What follows belongs to an exercise in optimizing a design on an open flow for small area, a short achievable clock period and few clock cycles per item; a production flow would make more cautious choices.
Only simulation tests tie the RTL to the original design; equivalence was not proved.
Power and IR drop assume default switching activity.

==> design/flow/design.v <==
package ex_pkg;
  localparam logic [3:0] OP_AND = 4'b0000;
  localparam logic [3:0] OP_OR  = 4'b0001;
  localparam logic [3:0] OP_ADD = 4'b0010;
  localparam logic [3:0] OP_XOR = 4'b0011;
  localparam logic [3:0] OP_SLL = 4'b0100;
  localparam logic [3:0] OP_SRL = 4'b0101;
  localparam logic [3:0] OP_SUB = 4'b0110;
  localparam logic [3:0] OP_SLT = 4'b0111;
  localparam logic [3:0] OP_MUL = 4'b1000;
  localparam logic [3:0] OP_NOR = 4'b1100;
  typedef enum logic {
    ST_IDLE = 1'b0,
    ST_MUL  = 1'b1
  } ex_state_e;
  localparam int unsigned DEFAULT_WIDTH = 32;
  localparam int unsigned MUL_SLICES    = DEFAULT_WIDTH / 8;
  function automatic integer mul_slices(input integer width);
    mul_slices = width / 8;
  endfunction
endpackage
import ex_pkg::*;
module ex_stage
#(
  parameter int unsigned WIDTH = 32
) (
  input  logic             clk,
  input  logic             rst,
  input  logic             in_valid,
  output logic             in_ready,
  input  logic [3:0]       operation,
  input  logic [WIDTH-1:0] op_a,
  input  logic [WIDTH-1:0] op_b,
  input  logic [4:0]       shamt,
  input  logic [4:0]       rd,
  input  logic             reg_write,
  input  logic             stall_in,
  input  logic             flush,
  output logic             out_valid,
  output logic [WIDTH-1:0] result,
  output logic             zero,
  output logic [4:0]       out_rd,
  output logic             out_reg_write,
  output logic             busy
);
  logic v0_q, v1_q;
  logic hold1_s, ld1_s, ld0_s;
  assign hold1_s  = v1_q & stall_in;
  assign ld1_s    = ~hold1_s;
  assign ld0_s    = ~(v0_q & hold1_s);
  assign in_ready = ld0_s;
  always_ff @(posedge clk) begin
    if (!rst || flush) begin
      v0_q <= 1'b0;
      v1_q <= 1'b0;
    end else begin
      if (ld0_s) v0_q <= in_valid;
      if (ld1_s) v1_q <= v0_q;
    end
  end
  logic op_mul, op_sll, op_srl, op_shift, op_sub, op_slt, op_useb;
  assign op_mul   = (operation == OP_MUL);
  assign op_sll   = (operation == OP_SLL);
  assign op_srl   = (operation == OP_SRL);
  assign op_shift = op_sll | op_srl;
  assign op_sub   = (operation == OP_SUB);
  assign op_slt   = (operation == OP_SLT);
  assign op_useb  = (operation == OP_ADD) | op_sub | op_slt | (operation == OP_AND) |
                    (operation == OP_OR) | (operation == OP_XOR) | (operation == OP_NOR);
  logic [31:0] a0_q;
  logic [11:0] one0_q, two0_q, neg0_q;
  logic        l_shift, l_other, l_mul, l_raw, l_hold;
  assign l_hold  = ~ld0_s;
  assign l_shift = ld0_s & op_shift;
  assign l_other = ld0_s & ~op_shift;
  assign l_mul   = ld0_s & op_mul;
  assign l_raw   = ld0_s & ~op_mul & ~op_shift;
  logic [31:0] b_rev, b_sh, b_pre, a_nx;
  always_comb begin
    for (int i = 0; i < 32; i++) b_rev[i] = op_b[31 - i];
    b_sh  = op_sll ? op_b : b_rev;
    b_pre = shamt[4] ? {b_sh[15:0], 16'd0} : b_sh;
  end
  assign a_nx = ({32{l_shift}} & b_pre) | ({32{l_other}} & op_a) | ({32{l_hold}} & a0_q);
  logic [11:0] one_nx, two_nx, neg_nx;
  logic [31:0] braw;
  assign braw = (op_sub | op_slt) ? ~op_b : op_b;
  always_comb begin
    for (int i = 0; i < 12; i++) begin
      logic b2, b1, bm, sel;
      b2  = op_b[2*i+1];
      b1  = op_b[2*i];
      bm  = (i == 0) ? 1'b0 : op_b[2*i-1];
      sel = (i < 8) && (shamt[3:1] == 3'(i));
      one_nx[i] = (l_mul & (b1 ^ bm)) | (l_shift & sel & ~shamt[0]) |
                  (l_raw & braw[2*i]) | (l_hold & one0_q[i]);
      two_nx[i] = (l_mul & ((b2 & ~b1 & ~bm) | (~b2 & b1 & bm))) |
                  (l_shift & sel & shamt[0]) | (l_hold & two0_q[i]);
      neg_nx[i] = (l_mul & b2) | (l_raw & braw[2*i+1]) | (l_hold & neg0_q[i]);
    end
  end
  logic [3:0] wone, wtwo, wneg;
  always_comb begin
    for (int k = 0; k < 4; k++) begin
      logic b2, b1, bm;
      b2 = op_b[2*(12+k)+1];
      b1 = op_b[2*(12+k)];
      bm = op_b[2*(12+k)-1];
      wone[k] = b1 ^ bm;
      wtwo[k] = (b2 & ~b1 & ~bm) | (~b2 & b1 & bm);
      wneg[k] = b2;
    end
  end
  logic [7:0] wpp12;
  logic [5:0] wpp13;
  logic [3:0] wpp14;
  logic       wpp15_0, wpp15_1;
  logic [7:0] a8_sh;
  assign a8_sh   = {op_a[6:0], 1'b0};
  assign wpp12   = ({8{wone[0]}} & op_a[7:0] | {8{wtwo[0]}} & a8_sh[7:0]) ^ {8{wneg[0]}};
  assign wpp13   = ({6{wone[1]}} & op_a[5:0] | {6{wtwo[1]}} & a8_sh[5:0]) ^ {6{wneg[1]}};
  assign wpp14   = ({4{wone[2]}} & op_a[3:0] | {4{wtwo[2]}} & a8_sh[3:0]) ^ {4{wneg[2]}};
  assign wpp15_0 = wone[3] & op_a[0];
  assign wpp15_1 = (wone[3] & (op_a[1] ^ (wneg[3] & op_a[0]))) | (wtwo[3] & op_a[0]);
  logic [7:0] wt_x, wt_y;
  wire whs22, whc22;
  ex_ha u_wha22 (.a(wpp12[4]), .b(wpp13[2]), .s(whs22), .co(whc22));
  wire whs23, whc23;
  ex_ha u_wha23 (.a(wpp12[5]), .b(wpp13[3]), .s(whs23), .co(whc23));
  wire wfs198, wfc198;
  ex_fa u_wfa198 (.a(wpp12[6]), .b(wpp13[4]), .c(wpp14[2]), .s(wfs198), .co(wfc198));
  wire wfs199, wfc199;
  ex_fa u_wfa199 (.a(wpp12[7]), .b(wpp13[5]), .c(wpp14[3]), .s(wfs199), .co(wfc199));
  wire whs24, whc24;
  ex_ha u_wha24 (.a(wpp12[2]), .b(wpp13[0]), .s(whs24), .co(whc24));
  wire whs25, whc25;
  ex_ha u_wha25 (.a(wpp12[3]), .b(wpp13[1]), .s(whs25), .co(whc25));
  wire wfs200, wfc200;
  ex_fa u_wfa200 (.a(whs22), .b(wpp14[0]), .c(wneg[2]), .s(wfs200), .co(wfc200));
  wire wfs201, wfc201;
  ex_fa u_wfa201 (.a(whc22), .b(whs23), .c(wpp14[1]), .s(wfs201), .co(wfc201));
  wire wfs202, wfc202;
  ex_fa u_wfa202 (.a(whc23), .b(wfs198), .c(wpp15_0), .s(wfs202), .co(wfc202));
  wire wfs203, wfc203;
  ex_fa u_wfa203 (.a(wfc198), .b(wfs199), .c(wpp15_1), .s(wfs203), .co(wfc203));
  assign wt_x = {wfc202, wfc201, wfc200, whc25, whc24, whs24, wpp12[1], wpp12[0]};
  assign wt_y = {wfs203, wfs202, wfs201, wfs200, whs25, wneg[1], 1'b0, wneg[0]};
  logic [7:0] w_in;
  assign w_in = op_mul ? (wt_x + wt_y) : (op_useb ? braw[31:24] : 8'd0);
  logic [7:0]  w0_q;
  logic [3:0]  op0_q;
  logic [4:0]  rd0_q;
  logic        rw0_q;
  always_ff @(posedge clk) begin
    a0_q   <= a_nx;
    one0_q <= one_nx;
    two0_q <= two_nx;
    neg0_q <= neg_nx;
  end
  always_ff @(posedge clk) begin
    if (ld0_s) begin
      w0_q   <= w_in;
      op0_q  <= operation;
      rd0_q  <= rd;
      rw0_q  <= reg_write;
    end
  end
  logic [31:0] b0_raw;
  always_comb begin
    for (int i = 0; i < 12; i++) begin
      b0_raw[2*i]   = one0_q[i];
      b0_raw[2*i+1] = neg0_q[i];
    end
    b0_raw[31:24] = w0_q;
  end
  logic [31:0] a_sh;
  assign a_sh = {a0_q[30:0], 1'b0};
  logic [31:0] pp0;
  logic [29:0] pp1;
  logic [27:0] pp2;
  logic [25:0] pp3;
  logic [23:0] pp4;
  logic [21:0] pp5;
  logic [19:0] pp6;
  logic [17:0] pp7;
  logic [15:0] pp8;
  logic [13:0] pp9;
  logic [11:0] pp10;
  logic [9:0]  pp11;
  logic [11:0] bone, btwo, bneg;
  assign bone = one0_q;
  assign btwo = two0_q;
  assign bneg = neg0_q;
  assign pp0  = ({32{bone[0]}}  & a0_q[31:0]  | {32{btwo[0]}}  & a_sh[31:0])  ^ {32{bneg[0]}};
  assign pp1  = ({30{bone[1]}}  & a0_q[29:0]  | {30{btwo[1]}}  & a_sh[29:0])  ^ {30{bneg[1]}};
  assign pp2  = ({28{bone[2]}}  & a0_q[27:0]  | {28{btwo[2]}}  & a_sh[27:0])  ^ {28{bneg[2]}};
  assign pp3  = ({26{bone[3]}}  & a0_q[25:0]  | {26{btwo[3]}}  & a_sh[25:0])  ^ {26{bneg[3]}};
  assign pp4  = ({24{bone[4]}}  & a0_q[23:0]  | {24{btwo[4]}}  & a_sh[23:0])  ^ {24{bneg[4]}};
  assign pp5  = ({22{bone[5]}}  & a0_q[21:0]  | {22{btwo[5]}}  & a_sh[21:0])  ^ {22{bneg[5]}};
  assign pp6  = ({20{bone[6]}}  & a0_q[19:0]  | {20{btwo[6]}}  & a_sh[19:0])  ^ {20{bneg[6]}};
  assign pp7  = ({18{bone[7]}}  & a0_q[17:0]  | {18{btwo[7]}}  & a_sh[17:0])  ^ {18{bneg[7]}};
  assign pp8  = ({16{bone[8]}}  & a0_q[15:0]  | {16{btwo[8]}}  & a_sh[15:0])  ^ {16{bneg[8]}};
  assign pp9  = ({14{bone[9]}}  & a0_q[13:0]  | {14{btwo[9]}}  & a_sh[13:0])  ^ {14{bneg[9]}};
  assign pp10 = ({12{bone[10]}} & a0_q[11:0]  | {12{btwo[10]}} & a_sh[11:0])  ^ {12{bneg[10]}};
  assign pp11 = ({10{bone[11]}} & a0_q[9:0]   | {10{btwo[11]}} & a_sh[9:0])   ^ {10{bneg[11]}};
  logic [31:0] tree_x, tree_y;
  wire hs0, hc0;
  ex_ha u_ha0 (.a(pp0[16]), .b(pp1[14]), .s(hs0), .co(hc0));
  wire hs1, hc1;
  ex_ha u_ha1 (.a(pp0[17]), .b(pp1[15]), .s(hs1), .co(hc1));
  wire fs0, fc0;
  ex_fa u_fa0 (.a(pp0[18]), .b(pp1[16]), .c(pp2[14]), .s(fs0), .co(fc0));
  wire hs2, hc2;
  ex_ha u_ha2 (.a(pp3[12]), .b(pp4[10]), .s(hs2), .co(hc2));
  wire fs1, fc1;
  ex_fa u_fa1 (.a(pp0[19]), .b(pp1[17]), .c(pp2[15]), .s(fs1), .co(fc1));
  wire hs3, hc3;
  ex_ha u_ha3 (.a(pp3[13]), .b(pp4[11]), .s(hs3), .co(hc3));
  wire fs2, fc2;
  ex_fa u_fa2 (.a(pp0[20]), .b(pp1[18]), .c(pp2[16]), .s(fs2), .co(fc2));
  wire fs3, fc3;
  ex_fa u_fa3 (.a(pp3[14]), .b(pp4[12]), .c(pp5[10]), .s(fs3), .co(fc3));
  wire hs4, hc4;
  ex_ha u_ha4 (.a(pp6[8]), .b(pp7[6]), .s(hs4), .co(hc4));
  wire fs4, fc4;
  ex_fa u_fa4 (.a(pp0[21]), .b(pp1[19]), .c(pp2[17]), .s(fs4), .co(fc4));
  wire fs5, fc5;
  ex_fa u_fa5 (.a(pp3[15]), .b(pp4[13]), .c(pp5[11]), .s(fs5), .co(fc5));
  wire hs5, hc5;
  ex_ha u_ha5 (.a(pp6[9]), .b(pp7[7]), .s(hs5), .co(hc5));
  wire fs6, fc6;
  ex_fa u_fa6 (.a(pp0[22]), .b(pp1[20]), .c(pp2[18]), .s(fs6), .co(fc6));
  wire fs7, fc7;
  ex_fa u_fa7 (.a(pp3[16]), .b(pp4[14]), .c(pp5[12]), .s(fs7), .co(fc7));
  wire fs8, fc8;
  ex_fa u_fa8 (.a(pp6[10]), .b(pp7[8]), .c(pp8[6]), .s(fs8), .co(fc8));
  wire hs6, hc6;
  ex_ha u_ha6 (.a(pp9[4]), .b(pp10[2]), .s(hs6), .co(hc6));
  wire fs9, fc9;
  ex_fa u_fa9 (.a(pp0[23]), .b(pp1[21]), .c(pp2[19]), .s(fs9), .co(fc9));
  wire fs10, fc10;
  ex_fa u_fa10 (.a(pp3[17]), .b(pp4[15]), .c(pp5[13]), .s(fs10), .co(fc10));
  wire fs11, fc11;
  ex_fa u_fa11 (.a(pp6[11]), .b(pp7[9]), .c(pp8[7]), .s(fs11), .co(fc11));
  wire hs7, hc7;
  ex_ha u_ha7 (.a(pp9[5]), .b(pp10[3]), .s(hs7), .co(hc7));
  wire fs12, fc12;
  ex_fa u_fa12 (.a(pp0[24]), .b(pp1[22]), .c(pp2[20]), .s(fs12), .co(fc12));
  wire fs13, fc13;
  ex_fa u_fa13 (.a(pp3[18]), .b(pp4[16]), .c(pp5[14]), .s(fs13), .co(fc13));
  wire fs14, fc14;
  ex_fa u_fa14 (.a(pp6[12]), .b(pp7[10]), .c(pp8[8]), .s(fs14), .co(fc14));
  wire fs15, fc15;
  ex_fa u_fa15 (.a(pp9[6]), .b(pp10[4]), .c(pp11[2]), .s(fs15), .co(fc15));
  wire fs16, fc16;
  ex_fa u_fa16 (.a(pp0[25]), .b(pp1[23]), .c(pp2[21]), .s(fs16), .co(fc16));
  wire fs17, fc17;
  ex_fa u_fa17 (.a(pp3[19]), .b(pp4[17]), .c(pp5[15]), .s(fs17), .co(fc17));
  wire fs18, fc18;
  ex_fa u_fa18 (.a(pp6[13]), .b(pp7[11]), .c(pp8[9]), .s(fs18), .co(fc18));
  wire fs19, fc19;
  ex_fa u_fa19 (.a(pp9[7]), .b(pp10[5]), .c(pp11[3]), .s(fs19), .co(fc19));
  wire fs20, fc20;
  ex_fa u_fa20 (.a(pp0[26]), .b(pp1[24]), .c(pp2[22]), .s(fs20), .co(fc20));
  wire fs21, fc21;
  ex_fa u_fa21 (.a(pp3[20]), .b(pp4[18]), .c(pp5[16]), .s(fs21), .co(fc21));
  wire fs22, fc22;
  ex_fa u_fa22 (.a(pp6[14]), .b(pp7[12]), .c(pp8[10]), .s(fs22), .co(fc22));
  wire fs23, fc23;
  ex_fa u_fa23 (.a(pp9[8]), .b(pp10[6]), .c(pp11[4]), .s(fs23), .co(fc23));
  wire fs24, fc24;
  ex_fa u_fa24 (.a(pp0[27]), .b(pp1[25]), .c(pp2[23]), .s(fs24), .co(fc24));
  wire fs25, fc25;
  ex_fa u_fa25 (.a(pp3[21]), .b(pp4[19]), .c(pp5[17]), .s(fs25), .co(fc25));
  wire fs26, fc26;
  ex_fa u_fa26 (.a(pp6[15]), .b(pp7[13]), .c(pp8[11]), .s(fs26), .co(fc26));
  wire fs27, fc27;
  ex_fa u_fa27 (.a(pp9[9]), .b(pp10[7]), .c(pp11[5]), .s(fs27), .co(fc27));
  wire fs28, fc28;
  ex_fa u_fa28 (.a(pp0[28]), .b(pp1[26]), .c(pp2[24]), .s(fs28), .co(fc28));
  wire fs29, fc29;
  ex_fa u_fa29 (.a(pp3[22]), .b(pp4[20]), .c(pp5[18]), .s(fs29), .co(fc29));
  wire fs30, fc30;
  ex_fa u_fa30 (.a(pp6[16]), .b(pp7[14]), .c(pp8[12]), .s(fs30), .co(fc30));
  wire fs31, fc31;
  ex_fa u_fa31 (.a(pp9[10]), .b(pp10[8]), .c(pp11[6]), .s(fs31), .co(fc31));
  wire fs32, fc32;
  ex_fa u_fa32 (.a(pp0[29]), .b(pp1[27]), .c(pp2[25]), .s(fs32), .co(fc32));
  wire fs33, fc33;
  ex_fa u_fa33 (.a(pp3[23]), .b(pp4[21]), .c(pp5[19]), .s(fs33), .co(fc33));
  wire fs34, fc34;
  ex_fa u_fa34 (.a(pp6[17]), .b(pp7[15]), .c(pp8[13]), .s(fs34), .co(fc34));
  wire fs35, fc35;
  ex_fa u_fa35 (.a(pp9[11]), .b(pp10[9]), .c(pp11[7]), .s(fs35), .co(fc35));
  wire fs36, fc36;
  ex_fa u_fa36 (.a(pp0[30]), .b(pp1[28]), .c(pp2[26]), .s(fs36), .co(fc36));
  wire fs37, fc37;
  ex_fa u_fa37 (.a(pp3[24]), .b(pp4[22]), .c(pp5[20]), .s(fs37), .co(fc37));
  wire fs38, fc38;
  ex_fa u_fa38 (.a(pp6[18]), .b(pp7[16]), .c(pp8[14]), .s(fs38), .co(fc38));
  wire fs39, fc39;
  ex_fa u_fa39 (.a(pp9[12]), .b(pp10[10]), .c(pp11[8]), .s(fs39), .co(fc39));
  wire fs40, fc40;
  ex_fa u_fa40 (.a(pp0[31]), .b(pp1[29]), .c(pp2[27]), .s(fs40), .co(fc40));
  wire fs41, fc41;
  ex_fa u_fa41 (.a(pp3[25]), .b(pp4[23]), .c(pp5[21]), .s(fs41), .co(fc41));
  wire fs42, fc42;
  ex_fa u_fa42 (.a(pp6[19]), .b(pp7[17]), .c(pp8[15]), .s(fs42), .co(fc42));
  wire fs43, fc43;
  ex_fa u_fa43 (.a(pp9[13]), .b(pp10[11]), .c(pp11[9]), .s(fs43), .co(fc43));
  wire hs8, hc8;
  ex_ha u_ha8 (.a(pp0[10]), .b(pp1[8]), .s(hs8), .co(hc8));
  wire hs9, hc9;
  ex_ha u_ha9 (.a(pp0[11]), .b(pp1[9]), .s(hs9), .co(hc9));
  wire fs44, fc44;
  ex_fa u_fa44 (.a(pp0[12]), .b(pp1[10]), .c(pp2[8]), .s(fs44), .co(fc44));
  wire hs10, hc10;
  ex_ha u_ha10 (.a(pp3[6]), .b(pp4[4]), .s(hs10), .co(hc10));
  wire fs45, fc45;
  ex_fa u_fa45 (.a(pp0[13]), .b(pp1[11]), .c(pp2[9]), .s(fs45), .co(fc45));
  wire hs11, hc11;
  ex_ha u_ha11 (.a(pp3[7]), .b(pp4[5]), .s(hs11), .co(hc11));
  wire fs46, fc46;
  ex_fa u_fa46 (.a(pp0[14]), .b(pp1[12]), .c(pp2[10]), .s(fs46), .co(fc46));
  wire fs47, fc47;
  ex_fa u_fa47 (.a(pp3[8]), .b(pp4[6]), .c(pp5[4]), .s(fs47), .co(fc47));
  wire hs12, hc12;
  ex_ha u_ha12 (.a(pp6[2]), .b(pp7[0]), .s(hs12), .co(hc12));
  wire fs48, fc48;
  ex_fa u_fa48 (.a(pp0[15]), .b(pp1[13]), .c(pp2[11]), .s(fs48), .co(fc48));
  wire fs49, fc49;
  ex_fa u_fa49 (.a(pp3[9]), .b(pp4[7]), .c(pp5[5]), .s(fs49), .co(fc49));
  wire hs13, hc13;
  ex_ha u_ha13 (.a(pp6[3]), .b(pp7[1]), .s(hs13), .co(hc13));
  wire fs50, fc50;
  ex_fa u_fa50 (.a(hs0), .b(pp2[12]), .c(pp3[10]), .s(fs50), .co(fc50));
  wire fs51, fc51;
  ex_fa u_fa51 (.a(pp4[8]), .b(pp5[6]), .c(pp6[4]), .s(fs51), .co(fc51));
  wire fs52, fc52;
  ex_fa u_fa52 (.a(pp7[2]), .b(pp8[0]), .c(bneg[8]), .s(fs52), .co(fc52));
  wire fs53, fc53;
  ex_fa u_fa53 (.a(hc0), .b(hs1), .c(pp2[13]), .s(fs53), .co(fc53));
  wire fs54, fc54;
  ex_fa u_fa54 (.a(pp3[11]), .b(pp4[9]), .c(pp5[7]), .s(fs54), .co(fc54));
  wire fs55, fc55;
  ex_fa u_fa55 (.a(pp6[5]), .b(pp7[3]), .c(pp8[1]), .s(fs55), .co(fc55));
  wire fs56, fc56;
  ex_fa u_fa56 (.a(hc1), .b(fs0), .c(hs2), .s(fs56), .co(fc56));
  wire fs57, fc57;
  ex_fa u_fa57 (.a(pp5[8]), .b(pp6[6]), .c(pp7[4]), .s(fs57), .co(fc57));
  wire fs58, fc58;
  ex_fa u_fa58 (.a(pp8[2]), .b(pp9[0]), .c(bneg[9]), .s(fs58), .co(fc58));
  wire fs59, fc59;
  ex_fa u_fa59 (.a(fc0), .b(hc2), .c(fs1), .s(fs59), .co(fc59));
  wire fs60, fc60;
  ex_fa u_fa60 (.a(hs3), .b(pp5[9]), .c(pp6[7]), .s(fs60), .co(fc60));
  wire fs61, fc61;
  ex_fa u_fa61 (.a(pp7[5]), .b(pp8[3]), .c(pp9[1]), .s(fs61), .co(fc61));
  wire fs62, fc62;
  ex_fa u_fa62 (.a(fc1), .b(hc3), .c(fs2), .s(fs62), .co(fc62));
  wire fs63, fc63;
  ex_fa u_fa63 (.a(fs3), .b(hs4), .c(pp8[4]), .s(fs63), .co(fc63));
  wire fs64, fc64;
  ex_fa u_fa64 (.a(pp9[2]), .b(pp10[0]), .c(bneg[10]), .s(fs64), .co(fc64));
  wire fs65, fc65;
  ex_fa u_fa65 (.a(fc2), .b(fc3), .c(hc4), .s(fs65), .co(fc65));
  wire fs66, fc66;
  ex_fa u_fa66 (.a(fs4), .b(fs5), .c(hs5), .s(fs66), .co(fc66));
  wire fs67, fc67;
  ex_fa u_fa67 (.a(pp8[5]), .b(pp9[3]), .c(pp10[1]), .s(fs67), .co(fc67));
  wire fs68, fc68;
  ex_fa u_fa68 (.a(fc4), .b(fc5), .c(hc5), .s(fs68), .co(fc68));
  wire fs69, fc69;
  ex_fa u_fa69 (.a(fs6), .b(fs7), .c(fs8), .s(fs69), .co(fc69));
  wire fs70, fc70;
  ex_fa u_fa70 (.a(hs6), .b(pp11[0]), .c(bneg[11]), .s(fs70), .co(fc70));
  wire fs71, fc71;
  ex_fa u_fa71 (.a(fc6), .b(fc7), .c(fc8), .s(fs71), .co(fc71));
  wire fs72, fc72;
  ex_fa u_fa72 (.a(hc6), .b(fs9), .c(fs10), .s(fs72), .co(fc72));
  wire fs73, fc73;
  ex_fa u_fa73 (.a(fs11), .b(hs7), .c(pp11[1]), .s(fs73), .co(fc73));
  wire fs74, fc74;
  ex_fa u_fa74 (.a(fc9), .b(fc10), .c(fc11), .s(fs74), .co(fc74));
  wire fs75, fc75;
  ex_fa u_fa75 (.a(hc7), .b(fs12), .c(fs13), .s(fs75), .co(fc75));
  wire fs76, fc76;
  ex_fa u_fa76 (.a(fs14), .b(fs15), .c(w0_q[0]), .s(fs76), .co(fc76));
  wire fs77, fc77;
  ex_fa u_fa77 (.a(fc12), .b(fc13), .c(fc14), .s(fs77), .co(fc77));
  wire fs78, fc78;
  ex_fa u_fa78 (.a(fc15), .b(fs16), .c(fs17), .s(fs78), .co(fc78));
  wire fs79, fc79;
  ex_fa u_fa79 (.a(fs18), .b(fs19), .c(w0_q[1]), .s(fs79), .co(fc79));
  wire fs80, fc80;
  ex_fa u_fa80 (.a(fc16), .b(fc17), .c(fc18), .s(fs80), .co(fc80));
  wire fs81, fc81;
  ex_fa u_fa81 (.a(fc19), .b(fs20), .c(fs21), .s(fs81), .co(fc81));
  wire fs82, fc82;
  ex_fa u_fa82 (.a(fs22), .b(fs23), .c(w0_q[2]), .s(fs82), .co(fc82));
  wire fs83, fc83;
  ex_fa u_fa83 (.a(fc20), .b(fc21), .c(fc22), .s(fs83), .co(fc83));
  wire fs84, fc84;
  ex_fa u_fa84 (.a(fc23), .b(fs24), .c(fs25), .s(fs84), .co(fc84));
  wire fs85, fc85;
  ex_fa u_fa85 (.a(fs26), .b(fs27), .c(w0_q[3]), .s(fs85), .co(fc85));
  wire fs86, fc86;
  ex_fa u_fa86 (.a(fc24), .b(fc25), .c(fc26), .s(fs86), .co(fc86));
  wire fs87, fc87;
  ex_fa u_fa87 (.a(fc27), .b(fs28), .c(fs29), .s(fs87), .co(fc87));
  wire fs88, fc88;
  ex_fa u_fa88 (.a(fs30), .b(fs31), .c(w0_q[4]), .s(fs88), .co(fc88));
  wire fs89, fc89;
  ex_fa u_fa89 (.a(fc28), .b(fc29), .c(fc30), .s(fs89), .co(fc89));
  wire fs90, fc90;
  ex_fa u_fa90 (.a(fc31), .b(fs32), .c(fs33), .s(fs90), .co(fc90));
  wire fs91, fc91;
  ex_fa u_fa91 (.a(fs34), .b(fs35), .c(w0_q[5]), .s(fs91), .co(fc91));
  wire fs92, fc92;
  ex_fa u_fa92 (.a(fc32), .b(fc33), .c(fc34), .s(fs92), .co(fc92));
  wire fs93, fc93;
  ex_fa u_fa93 (.a(fc35), .b(fs36), .c(fs37), .s(fs93), .co(fc93));
  wire fs94, fc94;
  ex_fa u_fa94 (.a(fs38), .b(fs39), .c(w0_q[6]), .s(fs94), .co(fc94));
  wire fs95, fc95;
  ex_fa u_fa95 (.a(fc36), .b(fc37), .c(fc38), .s(fs95), .co(fc95));
  wire fs96, fc96;
  ex_fa u_fa96 (.a(fc39), .b(fs40), .c(fs41), .s(fs96), .co(fc96));
  wire fs97, fc97;
  ex_fa u_fa97 (.a(fs42), .b(fs43), .c(w0_q[7]), .s(fs97), .co(fc97));
  wire hs14, hc14;
  ex_ha u_ha14 (.a(pp0[6]), .b(pp1[4]), .s(hs14), .co(hc14));
  wire hs15, hc15;
  ex_ha u_ha15 (.a(pp0[7]), .b(pp1[5]), .s(hs15), .co(hc15));
  wire fs98, fc98;
  ex_fa u_fa98 (.a(pp0[8]), .b(pp1[6]), .c(pp2[4]), .s(fs98), .co(fc98));
  wire hs16, hc16;
  ex_ha u_ha16 (.a(pp3[2]), .b(pp4[0]), .s(hs16), .co(hc16));
  wire fs99, fc99;
  ex_fa u_fa99 (.a(pp0[9]), .b(pp1[7]), .c(pp2[5]), .s(fs99), .co(fc99));
  wire hs17, hc17;
  ex_ha u_ha17 (.a(pp3[3]), .b(pp4[1]), .s(hs17), .co(hc17));
  wire fs100, fc100;
  ex_fa u_fa100 (.a(hs8), .b(pp2[6]), .c(pp3[4]), .s(fs100), .co(fc100));
  wire fs101, fc101;
  ex_fa u_fa101 (.a(pp4[2]), .b(pp5[0]), .c(bneg[5]), .s(fs101), .co(fc101));
  wire fs102, fc102;
  ex_fa u_fa102 (.a(hc8), .b(hs9), .c(pp2[7]), .s(fs102), .co(fc102));
  wire fs103, fc103;
  ex_fa u_fa103 (.a(pp3[5]), .b(pp4[3]), .c(pp5[1]), .s(fs103), .co(fc103));
  wire fs104, fc104;
  ex_fa u_fa104 (.a(hc9), .b(fs44), .c(hs10), .s(fs104), .co(fc104));
  wire fs105, fc105;
  ex_fa u_fa105 (.a(pp5[2]), .b(pp6[0]), .c(bneg[6]), .s(fs105), .co(fc105));
  wire fs106, fc106;
  ex_fa u_fa106 (.a(fc44), .b(hc10), .c(fs45), .s(fs106), .co(fc106));
  wire fs107, fc107;
  ex_fa u_fa107 (.a(hs11), .b(pp5[3]), .c(pp6[1]), .s(fs107), .co(fc107));
  wire fs108, fc108;
  ex_fa u_fa108 (.a(fc45), .b(hc11), .c(fs46), .s(fs108), .co(fc108));
  wire fs109, fc109;
  ex_fa u_fa109 (.a(fs47), .b(hs12), .c(bneg[7]), .s(fs109), .co(fc109));
  wire fs110, fc110;
  ex_fa u_fa110 (.a(fc46), .b(fc47), .c(hc12), .s(fs110), .co(fc110));
  wire fs111, fc111;
  ex_fa u_fa111 (.a(fs48), .b(fs49), .c(hs13), .s(fs111), .co(fc111));
  wire fs112, fc112;
  ex_fa u_fa112 (.a(fc48), .b(fc49), .c(hc13), .s(fs112), .co(fc112));
  wire fs113, fc113;
  ex_fa u_fa113 (.a(fs50), .b(fs51), .c(fs52), .s(fs113), .co(fc113));
  wire fs114, fc114;
  ex_fa u_fa114 (.a(fc50), .b(fc51), .c(fc52), .s(fs114), .co(fc114));
  wire fs115, fc115;
  ex_fa u_fa115 (.a(fs53), .b(fs54), .c(fs55), .s(fs115), .co(fc115));
  wire fs116, fc116;
  ex_fa u_fa116 (.a(fc53), .b(fc54), .c(fc55), .s(fs116), .co(fc116));
  wire fs117, fc117;
  ex_fa u_fa117 (.a(fs56), .b(fs57), .c(fs58), .s(fs117), .co(fc117));
  wire fs118, fc118;
  ex_fa u_fa118 (.a(fc56), .b(fc57), .c(fc58), .s(fs118), .co(fc118));
  wire fs119, fc119;
  ex_fa u_fa119 (.a(fs59), .b(fs60), .c(fs61), .s(fs119), .co(fc119));
  wire fs120, fc120;
  ex_fa u_fa120 (.a(fc59), .b(fc60), .c(fc61), .s(fs120), .co(fc120));
  wire fs121, fc121;
  ex_fa u_fa121 (.a(fs62), .b(fs63), .c(fs64), .s(fs121), .co(fc121));
  wire fs122, fc122;
  ex_fa u_fa122 (.a(fc62), .b(fc63), .c(fc64), .s(fs122), .co(fc122));
  wire fs123, fc123;
  ex_fa u_fa123 (.a(fs65), .b(fs66), .c(fs67), .s(fs123), .co(fc123));
  wire fs124, fc124;
  ex_fa u_fa124 (.a(fc65), .b(fc66), .c(fc67), .s(fs124), .co(fc124));
  wire fs125, fc125;
  ex_fa u_fa125 (.a(fs68), .b(fs69), .c(fs70), .s(fs125), .co(fc125));
  wire fs126, fc126;
  ex_fa u_fa126 (.a(fc68), .b(fc69), .c(fc70), .s(fs126), .co(fc126));
  wire fs127, fc127;
  ex_fa u_fa127 (.a(fs71), .b(fs72), .c(fs73), .s(fs127), .co(fc127));
  wire fs128, fc128;
  ex_fa u_fa128 (.a(fc71), .b(fc72), .c(fc73), .s(fs128), .co(fc128));
  wire fs129, fc129;
  ex_fa u_fa129 (.a(fs74), .b(fs75), .c(fs76), .s(fs129), .co(fc129));
  wire fs130, fc130;
  ex_fa u_fa130 (.a(fc74), .b(fc75), .c(fc76), .s(fs130), .co(fc130));
  wire fs131, fc131;
  ex_fa u_fa131 (.a(fs77), .b(fs78), .c(fs79), .s(fs131), .co(fc131));
  wire fs132, fc132;
  ex_fa u_fa132 (.a(fc77), .b(fc78), .c(fc79), .s(fs132), .co(fc132));
  wire fs133, fc133;
  ex_fa u_fa133 (.a(fs80), .b(fs81), .c(fs82), .s(fs133), .co(fc133));
  wire fs134, fc134;
  ex_fa u_fa134 (.a(fc80), .b(fc81), .c(fc82), .s(fs134), .co(fc134));
  wire fs135, fc135;
  ex_fa u_fa135 (.a(fs83), .b(fs84), .c(fs85), .s(fs135), .co(fc135));
  wire fs136, fc136;
  ex_fa u_fa136 (.a(fc83), .b(fc84), .c(fc85), .s(fs136), .co(fc136));
  wire fs137, fc137;
  ex_fa u_fa137 (.a(fs86), .b(fs87), .c(fs88), .s(fs137), .co(fc137));
  wire fs138, fc138;
  ex_fa u_fa138 (.a(fc86), .b(fc87), .c(fc88), .s(fs138), .co(fc138));
  wire fs139, fc139;
  ex_fa u_fa139 (.a(fs89), .b(fs90), .c(fs91), .s(fs139), .co(fc139));
  wire fs140, fc140;
  ex_fa u_fa140 (.a(fc89), .b(fc90), .c(fc91), .s(fs140), .co(fc140));
  wire fs141, fc141;
  ex_fa u_fa141 (.a(fs92), .b(fs93), .c(fs94), .s(fs141), .co(fc141));
  wire fs142, fc142;
  ex_fa u_fa142 (.a(fc92), .b(fc93), .c(fc94), .s(fs142), .co(fc142));
  wire fs143, fc143;
  ex_fa u_fa143 (.a(fs95), .b(fs96), .c(fs97), .s(fs143), .co(fc143));
  wire hs18, hc18;
  ex_ha u_ha18 (.a(pp0[4]), .b(pp1[2]), .s(hs18), .co(hc18));
  wire hs19, hc19;
  ex_ha u_ha19 (.a(pp0[5]), .b(pp1[3]), .s(hs19), .co(hc19));
  wire fs144, fc144;
  ex_fa u_fa144 (.a(hs14), .b(pp2[2]), .c(pp3[0]), .s(fs144), .co(fc144));
  wire fs145, fc145;
  ex_fa u_fa145 (.a(hc14), .b(hs15), .c(pp2[3]), .s(fs145), .co(fc145));
  wire fs146, fc146;
  ex_fa u_fa146 (.a(hc15), .b(fs98), .c(hs16), .s(fs146), .co(fc146));
  wire fs147, fc147;
  ex_fa u_fa147 (.a(fc98), .b(hc16), .c(fs99), .s(fs147), .co(fc147));
  wire fs148, fc148;
  ex_fa u_fa148 (.a(fc99), .b(hc17), .c(fs100), .s(fs148), .co(fc148));
  wire fs149, fc149;
  ex_fa u_fa149 (.a(fc100), .b(fc101), .c(fs102), .s(fs149), .co(fc149));
  wire fs150, fc150;
  ex_fa u_fa150 (.a(fc102), .b(fc103), .c(fs104), .s(fs150), .co(fc150));
  wire fs151, fc151;
  ex_fa u_fa151 (.a(fc104), .b(fc105), .c(fs106), .s(fs151), .co(fc151));
  wire fs152, fc152;
  ex_fa u_fa152 (.a(fc106), .b(fc107), .c(fs108), .s(fs152), .co(fc152));
  wire fs153, fc153;
  ex_fa u_fa153 (.a(fc108), .b(fc109), .c(fs110), .s(fs153), .co(fc153));
  wire fs154, fc154;
  ex_fa u_fa154 (.a(fc110), .b(fc111), .c(fs112), .s(fs154), .co(fc154));
  wire fs155, fc155;
  ex_fa u_fa155 (.a(fc112), .b(fc113), .c(fs114), .s(fs155), .co(fc155));
  wire fs156, fc156;
  ex_fa u_fa156 (.a(fc114), .b(fc115), .c(fs116), .s(fs156), .co(fc156));
  wire fs157, fc157;
  ex_fa u_fa157 (.a(fc116), .b(fc117), .c(fs118), .s(fs157), .co(fc157));
  wire fs158, fc158;
  ex_fa u_fa158 (.a(fc118), .b(fc119), .c(fs120), .s(fs158), .co(fc158));
  wire fs159, fc159;
  ex_fa u_fa159 (.a(fc120), .b(fc121), .c(fs122), .s(fs159), .co(fc159));
  wire fs160, fc160;
  ex_fa u_fa160 (.a(fc122), .b(fc123), .c(fs124), .s(fs160), .co(fc160));
  wire fs161, fc161;
  ex_fa u_fa161 (.a(fc124), .b(fc125), .c(fs126), .s(fs161), .co(fc161));
  wire fs162, fc162;
  ex_fa u_fa162 (.a(fc126), .b(fc127), .c(fs128), .s(fs162), .co(fc162));
  wire fs163, fc163;
  ex_fa u_fa163 (.a(fc128), .b(fc129), .c(fs130), .s(fs163), .co(fc163));
  wire fs164, fc164;
  ex_fa u_fa164 (.a(fc130), .b(fc131), .c(fs132), .s(fs164), .co(fc164));
  wire fs165, fc165;
  ex_fa u_fa165 (.a(fc132), .b(fc133), .c(fs134), .s(fs165), .co(fc165));
  wire fs166, fc166;
  ex_fa u_fa166 (.a(fc134), .b(fc135), .c(fs136), .s(fs166), .co(fc166));
  wire fs167, fc167;
  ex_fa u_fa167 (.a(fc136), .b(fc137), .c(fs138), .s(fs167), .co(fc167));
  wire fs168, fc168;
  ex_fa u_fa168 (.a(fc138), .b(fc139), .c(fs140), .s(fs168), .co(fc168));
  wire fs169, fc169;
  ex_fa u_fa169 (.a(fc140), .b(fc141), .c(fs142), .s(fs169), .co(fc169));
  wire hs20, hc20;
  ex_ha u_ha20 (.a(pp0[2]), .b(pp1[0]), .s(hs20), .co(hc20));
  wire hs21, hc21;
  ex_ha u_ha21 (.a(pp0[3]), .b(pp1[1]), .s(hs21), .co(hc21));
  wire fs170, fc170;
  ex_fa u_fa170 (.a(hs18), .b(pp2[0]), .c(bneg[2]), .s(fs170), .co(fc170));
  wire fs171, fc171;
  ex_fa u_fa171 (.a(hc18), .b(hs19), .c(pp2[1]), .s(fs171), .co(fc171));
  wire fs172, fc172;
  ex_fa u_fa172 (.a(hc19), .b(fs144), .c(bneg[3]), .s(fs172), .co(fc172));
  wire fs173, fc173;
  ex_fa u_fa173 (.a(fc144), .b(fs145), .c(pp3[1]), .s(fs173), .co(fc173));
  wire fs174, fc174;
  ex_fa u_fa174 (.a(fc145), .b(fs146), .c(bneg[4]), .s(fs174), .co(fc174));
  wire fs175, fc175;
  ex_fa u_fa175 (.a(fc146), .b(fs147), .c(hs17), .s(fs175), .co(fc175));
  wire fs176, fc176;
  ex_fa u_fa176 (.a(fc147), .b(fs148), .c(fs101), .s(fs176), .co(fc176));
  wire fs177, fc177;
  ex_fa u_fa177 (.a(fc148), .b(fs149), .c(fs103), .s(fs177), .co(fc177));
  wire fs178, fc178;
  ex_fa u_fa178 (.a(fc149), .b(fs150), .c(fs105), .s(fs178), .co(fc178));
  wire fs179, fc179;
  ex_fa u_fa179 (.a(fc150), .b(fs151), .c(fs107), .s(fs179), .co(fc179));
  wire fs180, fc180;
  ex_fa u_fa180 (.a(fc151), .b(fs152), .c(fs109), .s(fs180), .co(fc180));
  wire fs181, fc181;
  ex_fa u_fa181 (.a(fc152), .b(fs153), .c(fs111), .s(fs181), .co(fc181));
  wire fs182, fc182;
  ex_fa u_fa182 (.a(fc153), .b(fs154), .c(fs113), .s(fs182), .co(fc182));
  wire fs183, fc183;
  ex_fa u_fa183 (.a(fc154), .b(fs155), .c(fs115), .s(fs183), .co(fc183));
  wire fs184, fc184;
  ex_fa u_fa184 (.a(fc155), .b(fs156), .c(fs117), .s(fs184), .co(fc184));
  wire fs185, fc185;
  ex_fa u_fa185 (.a(fc156), .b(fs157), .c(fs119), .s(fs185), .co(fc185));
  wire fs186, fc186;
  ex_fa u_fa186 (.a(fc157), .b(fs158), .c(fs121), .s(fs186), .co(fc186));
  wire fs187, fc187;
  ex_fa u_fa187 (.a(fc158), .b(fs159), .c(fs123), .s(fs187), .co(fc187));
  wire fs188, fc188;
  ex_fa u_fa188 (.a(fc159), .b(fs160), .c(fs125), .s(fs188), .co(fc188));
  wire fs189, fc189;
  ex_fa u_fa189 (.a(fc160), .b(fs161), .c(fs127), .s(fs189), .co(fc189));
  wire fs190, fc190;
  ex_fa u_fa190 (.a(fc161), .b(fs162), .c(fs129), .s(fs190), .co(fc190));
  wire fs191, fc191;
  ex_fa u_fa191 (.a(fc162), .b(fs163), .c(fs131), .s(fs191), .co(fc191));
  wire fs192, fc192;
  ex_fa u_fa192 (.a(fc163), .b(fs164), .c(fs133), .s(fs192), .co(fc192));
  wire fs193, fc193;
  ex_fa u_fa193 (.a(fc164), .b(fs165), .c(fs135), .s(fs193), .co(fc193));
  wire fs194, fc194;
  ex_fa u_fa194 (.a(fc165), .b(fs166), .c(fs137), .s(fs194), .co(fc194));
  wire fs195, fc195;
  ex_fa u_fa195 (.a(fc166), .b(fs167), .c(fs139), .s(fs195), .co(fc195));
  wire fs196, fc196;
  ex_fa u_fa196 (.a(fc167), .b(fs168), .c(fs141), .s(fs196), .co(fc196));
  wire fs197, fc197;
  ex_fa u_fa197 (.a(fc168), .b(fs169), .c(fs143), .s(fs197), .co(fc197));
  assign tree_x = {fc196, fc195, fc194, fc193, fc192, fc191, fc190, fc189, fc188, fc187, fc186, fc185, fc184, fc183, fc182, fc181, fc180, fc179, fc178, fc177, fc176, fc175, fc174, fc173, fc172, fc171, fc170, hc21, hc20, hs20, pp0[1], pp0[0]};
  assign tree_y = {fs197, fs196, fs195, fs194, fs193, fs192, fs191, fs190, fs189, fs188, fs187, fs186, fs185, fs184, fs183, fs182, fs181, fs180, fs179, fs178, fs177, fs176, fs175, fs174, fs173, fs172, fs171, fs170, hs21, bneg[1], 1'b0, bneg[0]};
  logic [31:0] hp, hg, hp_rev;
  assign hp = tree_x ^ tree_y;
  assign hg = tree_x & tree_y;
  always_comb begin
    for (int i = 0; i < 32; i++) hp_rev[i] = hp[31 - i];
  end
  logic [31:0] ap, ag;
  assign ap = a0_q ^ b0_raw;
  assign ag = a0_q & b0_raw;
  logic [31:0] sg [0:5];
  logic [31:0] sp [0:5];
  logic        lt;
  always_comb begin
    sg[0] = {1'b0, ag[30:1], ag[0] | ap[0]};
    sp[0] = {1'b1, ap[30:1], 1'b0};
    for (int l = 0; l < 5; l++) begin
      sg[l+1] = 32'd0;
      sp[l+1] = 32'd0;
      for (int j = 0; j < (16 >> l); j++) begin
        sg[l+1][j] = sg[l][2*j+1] | (sp[l][2*j+1] & sg[l][2*j]);
        sp[l+1][j] = sp[l][2*j+1] & sp[l][2*j];
      end
    end
    lt = ap[31] ? ~sg[5][0] : a0_q[31];
  end
  logic [31:0] p1_q, g1_q;
  logic s_tree, s_srl, s_ap, s_addsub, s_ag, s_or, s_nor, s_slt, s_hold;
  assign s_hold   = ~ld1_s;
  assign s_tree   = ld1_s & ((op0_q == OP_MUL) | (op0_q == OP_SLL));
  assign s_srl    = ld1_s & (op0_q == OP_SRL);
  assign s_addsub = ld1_s & ((op0_q == OP_ADD) | (op0_q == OP_SUB));
  assign s_ap     = s_addsub | (ld1_s & (op0_q == OP_XOR));
  assign s_ag     = ld1_s & (op0_q == OP_AND);
  assign s_or     = ld1_s & (op0_q == OP_OR);
  assign s_nor    = ld1_s & (op0_q == OP_NOR);
  assign s_slt    = ld1_s & (op0_q == OP_SLT);
  logic        is_sub;
  logic [31:0] aps, ags;
  assign is_sub = (op0_q == OP_SUB);
  assign aps    = {ap[31:1], ap[0] ^ is_sub};
  assign ags    = {ag[31:1], ag[0] | (is_sub & ap[0])};
  logic [31:0] p_nx, g_nx;
  assign p_nx = ({32{s_tree}} & hp) | ({32{s_srl}} & hp_rev) | ({32{s_ap}} & aps) |
                ({32{s_ag}} & ag) | ({32{s_or}} & (ap | ag)) | ({32{s_nor}} & ~(ap | ag)) |
                {31'd0, s_slt & lt} | ({32{s_hold}} & p1_q);
  assign g_nx = ({32{s_tree}} & hg) | ({32{s_addsub}} & ags) | ({32{s_hold}} & g1_q);
  logic [4:0]  rd1_q;
  logic        rw1_q;
  always_ff @(posedge clk) begin
    p1_q <= p_nx;
    g1_q <= g_nx;
  end
  always_ff @(posedge clk) begin
    if (ld1_s) begin
      rd1_q <= rd0_q;
      rw1_q <= rw0_q;
    end
  end
  logic [31:0] hg0, hpp0, hgk [0:4], hpk [0:4];
  logic [31:0] gall, cy;
  always_comb begin
    hg0  = g1_q;
    hpp0 = p1_q;
    hgk[0] = hg0;
    hpk[0] = hpp0;
    for (int i = 1; i < 32; i += 2) begin
      hgk[0][i] = hg0[i] | (hpp0[i] & hg0[i-1]);
      hpk[0][i] = hpp0[i] & hpp0[i-1];
    end
    for (int l = 1; l < 5; l++) begin
      hgk[l] = hgk[l-1];
      hpk[l] = hpk[l-1];
      for (int i = 1; i < 32; i += 2) begin
        if (i - (1 << l) >= 0) begin
          hgk[l][i] = hgk[l-1][i] | (hpk[l-1][i] & hgk[l-1][i - (1 << l)]);
          hpk[l][i] = hpk[l-1][i] & hpk[l-1][i - (1 << l)];
        end
      end
    end
    gall = hgk[4];
    for (int i = 2; i < 32; i += 2)
      gall[i] = hg0[i] | (hpp0[i] & hgk[4][i-1]);
    cy = {gall[30:0], 1'b0};
  end
  logic [31:0] zterm;
  assign zterm = p1_q ^ {p1_q[30:0] | g1_q[30:0], 1'b0};
  assign result        = p1_q ^ cy;
  assign zero          = ~|zterm;
  assign out_valid     = v1_q;
  assign out_rd        = rd1_q;
  assign out_reg_write = rw1_q;
  assign busy          = v0_q;
endmodule
module ex_fa (
  input  logic a,
  input  logic b,
  input  logic c,
  output logic s,
  output logic co
);
  assign s  = a ^ b ^ c;
  assign co = (a & b) | (a & c) | (b & c);
endmodule
module ex_ha (
  input  logic a,
  input  logic b,
  output logic s,
  output logic co
);
  assign s  = a ^ b;
  assign co = a & b;
endmodule
==> design/flow/flow/run.sh <==
#!/bin/bash
# The standard layout; the port buffers use the smallest buffer cell
# (every input and output port still gets its own buffer).
set -euo pipefail
bash standard.sh "BUFFER_PORTS_ARGS=-buffer_cell sky130_fd_sc_hd__buf_1" finish > flow_make.log 2>&1
==> design/flow/standard.sh <==
#!/bin/bash
# synth_recipe.tcl (not shown) runs the flow's synth.tcl, then flattens the netlist and writes it again
# the make line also repeats each setting of config.mk as NAME=value (left out here)
make -C /OpenROAD-flow-scripts/flow DESIGN_CONFIG=/design/flow/config.mk WORK_HOME=/design/flow/orfs CLKGATE_MAP_FILE= SYNTH_SCRIPT=/design/flow/synth_recipe.tcl "${@:-finish}"
==> design/flow/config.mk <==
export PLATFORM = sky130hd
export DESIGN_NAME = ex_stage
export DESIGN_NICKNAME = ex_stage
export VERILOG_FILES = /design/flow/design.v
export SDC_FILE = /design/flow/constraint.sdc
export NUM_CORES = 4
export LEC_CHECK = 0
export ABC_AREA = 1
export CAP_MARGIN = 20
export CORE_MARGIN = 2
export CORE_UTILIZATION = 40
export CTS_BUF_LIST = sky130_fd_sc_hd__clkbuf_8
export SETUP_SLACK_MARGIN = 5
export SLEW_MARGIN = 20
export SYNTH_HIERARCHICAL = 1
==> design/flow/constraint.sdc <==
create_clock -name core_clock -period 10.0 [get_ports {clk}]
set_input_delay 2.0000 -clock core_clock [delete_from_list [all_inputs] [get_ports {clk}]]
set_output_delay 2.0000 -clock core_clock [all_outputs]
set_load 0.01 [all_outputs]
==> insert_results.sql, run 1 <==
INSERT INTO impl_metrics (metric_group, metric, value, unit) VALUES
('sta', 'setup_violations', '0', ''),
('critical_path', 'path_class', 'flop to flop', ''),
('floorplanning', 'dieArea', '0.0520', 'mm^2'),
('place', 'gpl.final_weighted_congestion', '0.983', ''),
('critical_path', 'reg2reg_depth', '13', ''),
('clocking', 'clock-sinks', '157', ''),
('synth', 'yosys_register_bits', '157', ''),
('detailed_routing', 'met2WireLength', '35.1', 'mm'),
('clocking', 'tritoncts_clock_tree', 'done', ''),
('outcome', 'run_status', 'no timing/DRC/antenna violations', ''),
('sta', 'timing.max_slew.rel_slack', '0.294', ''),
('synth', 'part_of_the_yosys_area_used_for_sequential_elements', '0.168', ''),
('detailed_routing', 'drt_wl_total', '84.6', 'mm'),
('min_path', 'cell_depth_of_the_worst_min_delay_path', '0', ''),
('sta', 'final-max-slew-violation-count', '0', ''),
('sta', 'max_freq', '197', 'MHz'),
('global_route', 'globalRouteOverflowTotal', '0', ''),
('synth', 'dominantRegCellSynth', 'sky130_fd_sc_hd__dfxtp_1', ''),
('place', 'placed_cells_incl_taps', '3059', ''),
('floorplanning', 'fp.dieH', '228', 'um'),
('cells_and_area', 'fin_area', '0.0217', 'mm^2'),
('clocking', 'clk_pin_slew', '0.09', 'ns'),
('global_route', 'grt_pass1_wl', '124', 'mm'),
('pwr', 'switching_share', '0.559', ''),
('floorplanning', 'chipWidth', '228', 'um'),
('detailed_routing', 'viasPerCell', '6.23', ''),
('synth', 'synthMostInstantiatedCell', 'sky130_fd_sc_hd__xor2_1', ''),
('synth', 'synth_largest_area_cell', 'sky130_fd_sc_hd__fa_1', ''),
('sta', 'hold_viol_final', '0', ''),
('clocking', 'clock-root-buffer', 'sky130_fd_sc_hd__clkbuf_8', ''),
('pwr', 'p_leak', '0.00919', 'uW'),
('floorplanning', 'design.portCount', '126', ''),
('detailed_routing', 'final_routed_drc_violation_total', '0', ''),
('pwr', 'share_clk_of_total_power', '0.056', ''),
('clocking', 'numCtsBuffers', '17', ''),
('cells_and_area', 'drive_gt1_frac', '0.0624', ''),
('cells_and_area', 'layoutNonFillerInstCount', '3124', ''),
('synth', 'yosys_warnings', '11', ''),
('detailed_routing', 'routed-via-count', '19500', ''),
('critical_path', 'crit_path_end_kind', 'flop', ''),
('critical_path', 'critical_path.max_stage_delay', '0.65', 'ns'),
('place', 'placement.setup.worst_slack', '4.33', 'ns'),
('clocking', 'clk_latency', '0.51', 'ns'),
('place', 'post_dp_cell_area', '0.0209', 'mm^2'),
('detailed_routing', 'drt_iter0_drc', '2507', ''),
('detailed_routing', 'drt_first_pass_iters', '7', ''),
('critical_path', 'setup.worst_path.start_class', 'flop', ''),
('pwr', 'power_per_unit_of_standard_cell_area', '393', 'mW/mm^2'),
('sta', 'final.setup.worst_slack', '4.93', 'ns'),
('sta', 'max_slew.worst_pin.slew', '1.06', 'ns'),
('cells_and_area', 'antennaDiodeCount', '0', ''),
('detailed_routing', 'top_metal_used', 'met5', ''),
('clocking', 'cts_buffer_depth', '2', ''),
('global_route', 'grt_start_max_net_pins', '58', ''),
('pwr', 'seq_power_share', '0.110', ''),
('critical_path', 'cell_with_the_most_instances_on_the_worst_path', 'sky130_fd_sc_hd__fa_1', ''),
('detailed_routing', 'detail_route_antenna_nets', '0', ''),
('synth', 'synthTopCellsByArea', 'sky130_fd_sc_hd__fa_1, sky130_fd_sc_hd__xor2_1, sky130_fd_sc_hd__dfxtp_1, sky130_fd_sc_hd__ha_1, sky130_fd_sc_hd__o22ai_1', ''),
('detailed_routing', 'met1Wirelength', '35.2', 'mm'),
('synth', 'synth.cell_area', '0.0201', 'mm^2'),
('place', 'place.port_buffers', '125', ''),
('clocking', 'h-tree-depth', '4', ''),
('clocking', 'cts.hold.buffers_added', '0', ''),
('floorplanning', 'initial_core_util', '0.403', ''),
('place', 'detailedPlacementHpwl', '60.5', 'mm'),
('pwr', 'p_int', '3750', 'uW'),
('global_route', 'grtUsageTotal', '0.314', ''),
('floorplanning', 'fp-row-count', '82', ''),
('synth', 'synth_edf_count', '24', ''),
('cells_and_area', 'finish.net_count', '2871', ''),
('critical_path', 'cell_breakdown_of_the_critical_path', 'ha_1, a21oi_1, xor2_1, fa_1, fa_1, fa_1, fa_1, fa_1, ha_1, nand2_1, o221ai_1, nor2_1, o21ai_0', '');
## cell families after synthesis
group	after synthesis	share of synthesized area
AND/OR/NAND/NOR	500	0.103
AO/OA/AOI/OAI	638	0.202
buffers and inverters	417	0.0810
adder cells (fa/ha/maj)	348	0.293
flip-flops	157	0.168
XOR/XNOR	349	0.152
## Yosys stat by module, one instance, submodules excluded
module | cell area (um^2) | flops+latches
ex_ha | 12.5 | 0
ex_stage | 15700 | 157
ex_fa | 20.0 | 0
## cells in the final DEF, fill, tap and decap left out, types with 100 or more instances in the layout
master	count
sky130_fd_sc_hd__o21ai_0	100
sky130_fd_sc_hd__fa_1	205
sky130_fd_sc_hd__o22ai_1	280
sky130_fd_sc_hd__dfxtp_1	129
sky130_fd_sc_hd__buf_1	121
sky130_fd_sc_hd__nor2_1	113
sky130_fd_sc_hd__ha_1	143
sky130_fd_sc_hd__nand2_1	304
sky130_fd_sc_hd__inv_1	201
sky130_fd_sc_hd__xor2_1	335
## power groups by stage
stage | logic, uW | clock network (uW) | registers, uW
5_1_grt | 7540 | 497 | 950
2_1_floorplan | 4100 | 0 | 856
3_5_place_dp | 6800 | 0 | 938
6_report | 7100 | 473 | 935
3_3_place_gp | 6800 | 0 | 933
4_1_cts | 6840 | 472 | 926
## sequential cells by signal (all words and copies together) (netlist names)
register  count
v1_q          1
a0_q         32
rw1_q         1
rd0_q         5
v0_q          1
one0_q       12
neg0_q       12
op0_q         4
p1_q         32
g1_q         31
two0_q       12
w0_q          8
rw0_q         1
rd1_q         5
## through the flow
stage	power, uW	hold slack (ns)
3_3_place_gp	7730	0.400
5_1_grt	8990	0.443
3_5_place_dp	7730	0.408
6_report	8510	0.431
4_1_cts	8240	0.428
2_1_floorplan	4960	0.400
## worst max-delay path, delay by kind of cell, from the launching register on
kind / cells / cell delay (ns)
compound gates: 3 / 0.32
flops: 1 / 0.65
simple gates: 2 / 0.25
fa+ha+maj: 7 / 3.38
xor+xnor: 1 / 0.31
## cell type report
| cell class | instances | area, um^2 | area share |
|---|---|---|---|
| Clock inverter | 15 | 125 | 0.00578 |
| Timing Repair inverter | 7 | 50.0 | 0.00231 |
| Sequential cell | 157 | 3390 | 0.156 |
| Multi-Input combinational cell | 1835 | 15100 | 0.698 |
| Inverter | 239 | 951 | 0.0439 |
| Timing Repair Buffer | 182 | 958 | 0.0442 |
| Tap cell | 672 | 841 | 0.0388 |
| Clock buffer | 17 | 234 | 0.0108 |
## per-layer routing
| layer | up-vias | track usage |
|---|---|---|
| met3 | 252 | 0.0996 |
| met2 | 1448 | 0.454 |
| met1 | 9438 | 0.440 |
| met5 | - | 0 |
| met4 | 2 | 0.111 |
| li1 | 8314 | - |
## path summary, 6_finish.rpt
path | startpoint | to | slack [ns]
min reg2reg | rd0_q[3]$_DFFE_PN_ | rd1_q[3]$_DFFE_PN_ | 0.43
min | rd0_q[3]$_DFFE_PN_ | rd1_q[3]$_DFFE_PN_ | 0.43
max | a0_q[10]$_DFF_P_ | p1_q[10]$_DFF_P_ | 4.93
max reg2reg | a0_q[10]$_DFF_P_ | p1_q[10]$_DFF_P_ | 4.93
## repair_timing
item | in CTS | in global routing
pin swaps | 0 | 0
setup buffers | 0 | 26
resized for setup | 13 | 30
setup endpoints to repair | 9 | 29
gates cloned | 3 | 4
Testbench counts, summed over its fixed seeds: cycles 13,329, items 12,000.
==> inputs of run 2 (changes only) <==
--- a/design/flow/config.mk
+++ b/design/flow/config.mk
@@ -10,6 +10,7 @@
 export CORE_MARGIN = 2
 export CORE_UTILIZATION = 40
 export CTS_BUF_LIST = sky130_fd_sc_hd__clkbuf_8
+export PLACE_DENSITY = 0.82
 export SETUP_SLACK_MARGIN = 5
 export SLEW_MARGIN = 20
 export SYNTH_HIERARCHICAL = 1
==> run 2 against run 1 <==
  * Core utilization down 0.46 points
  * Critical endpoint is now p1_q[1]$_DFF_P_
  * Sequential share of layout area increased by 0.16 points
  * Global-route usage down 3.7 points
  * Critical path depth unchanged
  * Total power decreased by 1.8%
  * Critical path type unchanged
  * Cell count shrank 0.74%
  * Synthesized area is the same
  * Highest routed layer unchanged
  * Die area unchanged
==> insert_results.sql, run 2 <==
INSERT INTO impl_metrics (metric_group, metric, value, unit) VALUES
('outcome', 'run_status', 'no timing/DRC/antenna violations', ''),
('floorplanning', 'design.portCount', '126', ''),
('synth', 'synthTopCellsByArea', 'sky130_fd_sc_hd__fa_1, sky130_fd_sc_hd__xor2_1, sky130_fd_sc_hd__dfxtp_1, sky130_fd_sc_hd__ha_1, sky130_fd_sc_hd__o22ai_1', ''),
('place', 'placement.setup.worst_slack', '4.34', 'ns'),
('detailed_routing', 'routed-via-count', '19600', ''),
('floorplanning', 'dieArea', '0.0520', 'mm^2'),
('detailed_routing', 'drt_first_pass_iters', '8', ''),
('cells_and_area', 'layout_commonest_cell', 'sky130_fd_sc_hd__xor2_1', ''),
('place', 'place.port_buffers', '125', ''),
('place', 'detailedPlacementHpwl', '53.5', 'mm'),
('min_path', 'cell_depth_of_the_worst_min_delay_path', '0', ''),
('cells_and_area', 'mostFrequentLayoutCells', 'sky130_fd_sc_hd__xor2_1, sky130_fd_sc_hd__nand2_1, sky130_fd_sc_hd__o22ai_1, sky130_fd_sc_hd__fa_1, sky130_fd_sc_hd__inv_1', ''),
('global_route', 'grtUsageTotal', '0.277', ''),
('clocking', 'clk_latency', '0.53', 'ns'),
('global_route', 'grt_start_max_net_pins', '70', ''),
('clocking', 'cts.hold.buffers_added', '0', ''),
('synth', 'synth_largest_area_cell', 'sky130_fd_sc_hd__fa_1', ''),
('sta', 'final.setup.worst_slack', '4.97', 'ns'),
('sta', 'setup_violations', '0', ''),
('sta', 'max_freq', '199', 'MHz'),
('floorplanning', 'initial_core_util', '0.403', ''),
('critical_path', 'reg2reg_depth', '13', ''),
('floorplanning', 'fp-row-count', '82', '');
==> run 2: timing repair <==
item	4_1_cts	5_1_grt
setup endpoints to repair	5	24
gates resized for setup	5	22
buffers inserted	0	4
cloned	0	4
==> run 2: cell type report <==
cell class | count | area (um^2) | area share
repair buffers | 161 | 748 | 0.0349
clock buffers | 17 | 234 | 0.0109
repair inverters | 4 | 30.0 | 0.00140
well taps | 672 | 841 | 0.0392
inverters | 239 | 938 | 0.0438
clock inverters | 15 | 146 | 0.00683
flip-flops and latches | 157 | 3390 | 0.158
multi-input cells | 1835 | 15100 | 0.705
diodes | 1 | 2.50 | 0.000117
==> run 2: modules after synthesis, one instance, submodules excluded <==
module    flops+latches  cells  copies in the design
ex_stage            157   2179                     1
ex_fa                 0      1                   204
ex_ha                 0      1                    26
==> run 2: through the flow <==
step	power (uW)	hold WS [ns]	instance area, um^2	util	instances
6_report	8360	0.429	21400	0.430	3101
5_1_grt	8820	0.440	21400	0.430	3101
4_1_cts	7970	0.431	21300	0.428	3092
3_5_place_dp	7460	0.405	20900	0.420	3060
3_3_place_gp	7310	0.401	20900	0.420	3060
2_1_floorplan	4960	0.400	20100	-	2409
==> run 2: power breakdown <==
part	switching (uW)	internal [uW]	leakage, uW
Clock	303	184	0.000193
Combinational	4200	2740	0.00751
Sequential	171	766	0.00137
Total	4670	3690	0.00907
==> run 2: worst max-delay path, cell delays in order (launching register included) <==
cell and delay [ns]:
sky130_fd_sc_hd__dfxtp_1 0.63, sky130_fd_sc_hd__clkinvlp_4 0.46, sky130_fd_sc_hd__o22ai_1 0.30, sky130_fd_sc_hd__xor2_1 0.22
sky130_fd_sc_hd__fa_1 0.49, sky130_fd_sc_hd__fa_1 0.43, sky130_fd_sc_hd__fa_1 0.56, sky130_fd_sc_hd__fa_1 0.46
sky130_fd_sc_hd__fa_1 0.52, sky130_fd_sc_hd__ha_1 0.36, sky130_fd_sc_hd__inv_1 0.07, sky130_fd_sc_hd__o22ai_1 0.07
sky130_fd_sc_hd__a211oi_1 0.19, sky130_fd_sc_hd__o2111ai_1 0.13
==> run 2: kinds of logic (layout without fill, tap and decap cells) <==
family,count (synthesis),after routing,share of synthesized area
buf+inv,417,436,0.0810
flops,157,157,0.168
xor+xnor,349,349,0.152
other cells,0,1,0
simple gates,500,500,0.103
fa+ha+maj,348,348,0.293
compound gates,638,638,0.202
==> run 2: worst paths after layout <==
path	start	to	slack [ns]
max reg2reg	a0_q[9]$_DFF_P_	p1_q[1]$_DFF_P_	4.97
min	rd0_q[0]$_DFFE_PN_	rd1_q[0]$_DFFE_PN_	0.43
min reg2reg	rd0_q[0]$_DFFE_PN_	rd1_q[0]$_DFFE_PN_	0.43
max	a0_q[9]$_DFF_P_	p1_q[1]$_DFF_P_	4.97
==> run 2: layer usage <==
layer  wire length [um]  GRT usage
met1              28600      0.378
met2              29400      0.385
met3              12100     0.0971
met4               4950      0.140
met5                 12          0

-- re-timing with driven ports --
The results above use ideal ports. As a check the final layouts listed here were re-extracted and re-timed, cells and wires unchanged.
Step 1: set_driving_cell puts a clkbuf_16 on clk and a buf_2 on each other input, an assumption about the parent block.
Step 2, shift: input delay + t, output delay - t, t = (earliest + latest rising clock arrival at the registers) / 2. This alone moves slack from input paths to output paths.
Slacks: ideal ports / drivers / drivers and shift; pairs: ideal ports / drivers.
run	shift t [ns]	slack for setup (ns)	slew at the worst register clock pin (ns)	pins driven straight from the clock port
run 1	0.553	4.931 / 4.931 / 4.680	0.11 / 0.11	1
run 2	0.568	4.974 / 4.974 / 4.747	0.11 / 0.11	1
After both steps setup and hold are still met in every run listed. The setup slack of run 1, which loses most, moves by 0.000 ns with the drivers and by -0.251 ns with both steps.
